Context: an optimization exercise on an open-source flow, tuned for small area. The choices shown serve that exercise and are no tape-out recipe.
Only simulation tests tie the RTL to the original design; equivalence was not proved.

==> flow/design.v (excerpt) <==
module cordic_rotator (
    input  logic       clk,
    input  logic       rst_n,
    input  logic       in_valid,
    input  logic [8:0] in_x,
    input  logic [8:0] in_y,
    input  logic [8:0] in_angle,
    output logic       out_valid,
    output logic [31:0] out_x,
    output logic [31:0] out_y
);
Size in the first run: roughly 2100 cells after synthesis, about 260 flip-flops, ~95 I/O pins, roughly 23000 µm² of cells after synthesis.
==> flow/config.mk <==
export PLATFORM = sky130hd
export DESIGN_NAME = cordic_rotator
export DESIGN_NICKNAME = cordic_rotator
export VERILOG_FILES = /design/flow/design.v
export SDC_FILE = /design/flow/constraint.sdc
export NUM_CORES = 4
export LEC_CHECK = 0
export ABC_AREA = 1
export ABC_CLOCK_PERIOD_IN_PS = 11000
export CAP_MARGIN = 20
export CORE_MARGIN = 2
export CORE_UTILIZATION = 40
export CTS_CLUSTER_DIAMETER = 80
export CTS_CLUSTER_SIZE = 20
export SLEW_MARGIN = 20
export SYNTH_HIERARCHICAL = 1
export SYNTH_MINIMUM_KEEP_SIZE = 0
==> flow/constraint.sdc <==
create_clock -name core_clock -period 11.0 [get_ports {clk}]
set_input_delay 2.2000 -clock core_clock [delete_from_list [all_inputs] [get_ports {clk}]]
set_output_delay 2.2000 -clock core_clock [all_outputs]
set_load 0.01 [all_outputs]
run.sh (not shown) runs the stock make flow with config.mk's settings and CLKGATE_MAP_FILE= SYNTH_SCRIPT=/design/flow/synth_recipe.tcl, a recipe that flattens the netlist after the stock synthesis.
The starting point completed with no timing, DRC or antenna violations.
Next try:
- CTS_CLUSTER_DIAMETER: 80 -> 60
- CTS_CLUSTER_SIZE: 20 -> 30
Effect: Die area does not change. Synthesized area does not change. Worst setup slack improved by 30 ps. Via count went up by 0.48%.

========
cordic_rotator, a different RTL version from the one above (not shown whole).
For scale: about 2100 cells after synthesis, about 250 flip-flops, about 95 I/O pins, about 23000 µm² of cells after synthesis.
export LEC_CHECK = 0
export ABC_AREA = 1
export ABC_CLOCK_PERIOD_IN_PS = 11000
export CAP_MARGIN = 20
export CORE_MARGIN = 2
export CORE_UTILIZATION = 40
export CTS_CLUSTER_DIAMETER = 110
export CTS_CLUSTER_SIZE = 30
export SLEW_MARGIN = 20
export SYNTH_HIERARCHICAL = 1
export SYNTH_MINIMUM_KEEP_SIZE = 0
create_clock -name core_clock -period 11.0 [get_ports {clk}]
standard.sh (not shown) runs the stock make flow with config.mk's settings and CLKGATE_MAP_FILE= SYNTH_SCRIPT=/design/flow/synth_recipe.tcl, a recipe that flattens the netlist after the stock synthesis.
==> flow/flow/run.sh <==
#!/bin/bash
# The standard layout, with the smallest buffer on every input and output port
# (the standard flow buffers every port too, with a larger cell).
set -euo pipefail
export BUFFER_PORTS_ARGS="-buffer_cell sky130_fd_sc_hd__buf_1"
bash standard.sh > standard.log 2>&1
Next try:
- CORE_UTILIZATION: 40 -> 60
- CTS_CLUSTER_SIZE: 30 -> 25
Outcome:
- The new run went through all stages and came out clean
- final area is lower slightly
- non-clock buffer count rose by 1
- via count stays flat
- worst hold slack degrades by 0.0049 ns
- setup slack improves by 0.035 ns
- routed wire length went down slightly
- core utilization climbs by 20 points
Next try:
- CORE_UTILIZATION: 60 -> 75
Effect:
- fmax went down by 0.46%
- cell area went down by 0.90%
- first-iteration DRC count went up by 62%
- final cell count went down by 4.6%
Next try:
==> flow/run.sh (new file) <==
#!/bin/bash
# synth_recipe.tcl (not shown) runs the flow's synth.tcl, then flattens the netlist and writes it again
# the make line also repeats each setting of config.mk as NAME=value (left out here)
make -C /OpenROAD-flow-scripts/flow DESIGN_CONFIG=/design/flow/config.mk WORK_HOME=/design/flow/orfs CLKGATE_MAP_FILE= SYNTH_SCRIPT=/design/flow/synth_recipe.tcl finish
- CORE_UTILIZATION: 75 -> 40
removed: flow/flow/run.sh
removed: flow/standard.sh
After rerunning: The changed run passed the timing, DRC and antenna checks. Die area went up by well over a third. Core utilization went down by 34 points. Count of clock-buffer cells in the layout went up by 2. Setup slack gets better by 0.072 ns. Synthesized area is unchanged.
Next try:
- CTS_CLUSTER_DIAMETER: 110 -> 80
- CTS_CLUSTER_SIZE: 25 -> 20
=>
- synthesized area does not change
- count of clock-buffer cells in the layout is higher by 9
- routed wire length stays flat
- final area rose by 1.4%
- first-iteration DRC count rose by 2.2%
- sequential share of layout area went down by 0.28 points
- core utilization came out higher by 0.59 points
- hold slack hardly moves

[what the ideal ports hide]
How much do the figures lean on ideal ports? The routed layouts below were timed once more, with nothing changed but the port constraints. Step 1 (the two cells are an assumption about what drives the block):
set clk [get_ports {clk}]
set_driving_cell -lib_cell sky130_fd_sc_hd__clkbuf_16 $clk
set_driving_cell -lib_cell sky130_fd_sc_hd__buf_2 [delete_from_list [all_inputs] $clk]
Step 2 also shifts input and output timing later by t, the mid clock arrival at the registers, as if the neighbouring blocks saw the same clock. Three values: ideal ports, drivers, drivers and shift; two values: the first two.
run | t, ns | setup WS [ns] | worst setup path at the end | clock arrival spread, ns
the first run of note 1 | 0.583 | 0.404 / 0.360 / 0.404 | register to register | 0.013 / 0.014
the second run of note 1 | 0.605 | 0.434 / 0.378 / 0.468 | register to register | 0.020 / 0.020
the first run of note 2 | 0.569 | 0.319 / 0.319 / 0.319 | register to register | 0.024 / 0.024
the second run of note 2 | 0.552 | 0.354 / 0.354 / 0.354 | register to register | 0.016 / 0.015
the third run of note 2 | 0.548 | 0.304 / 0.304 / 0.304 | register to register | 0.018 / 0.018
the fourth run of note 2 | 0.551 | 0.377 / 0.377 / 0.377 | register to register | 0.027 / 0.026
the fifth run of note 2 | 0.581 | 0.357 / 0.357 / 0.357 | register to register | 0.033 / 0.033
After both steps every run listed still meets setup and hold.
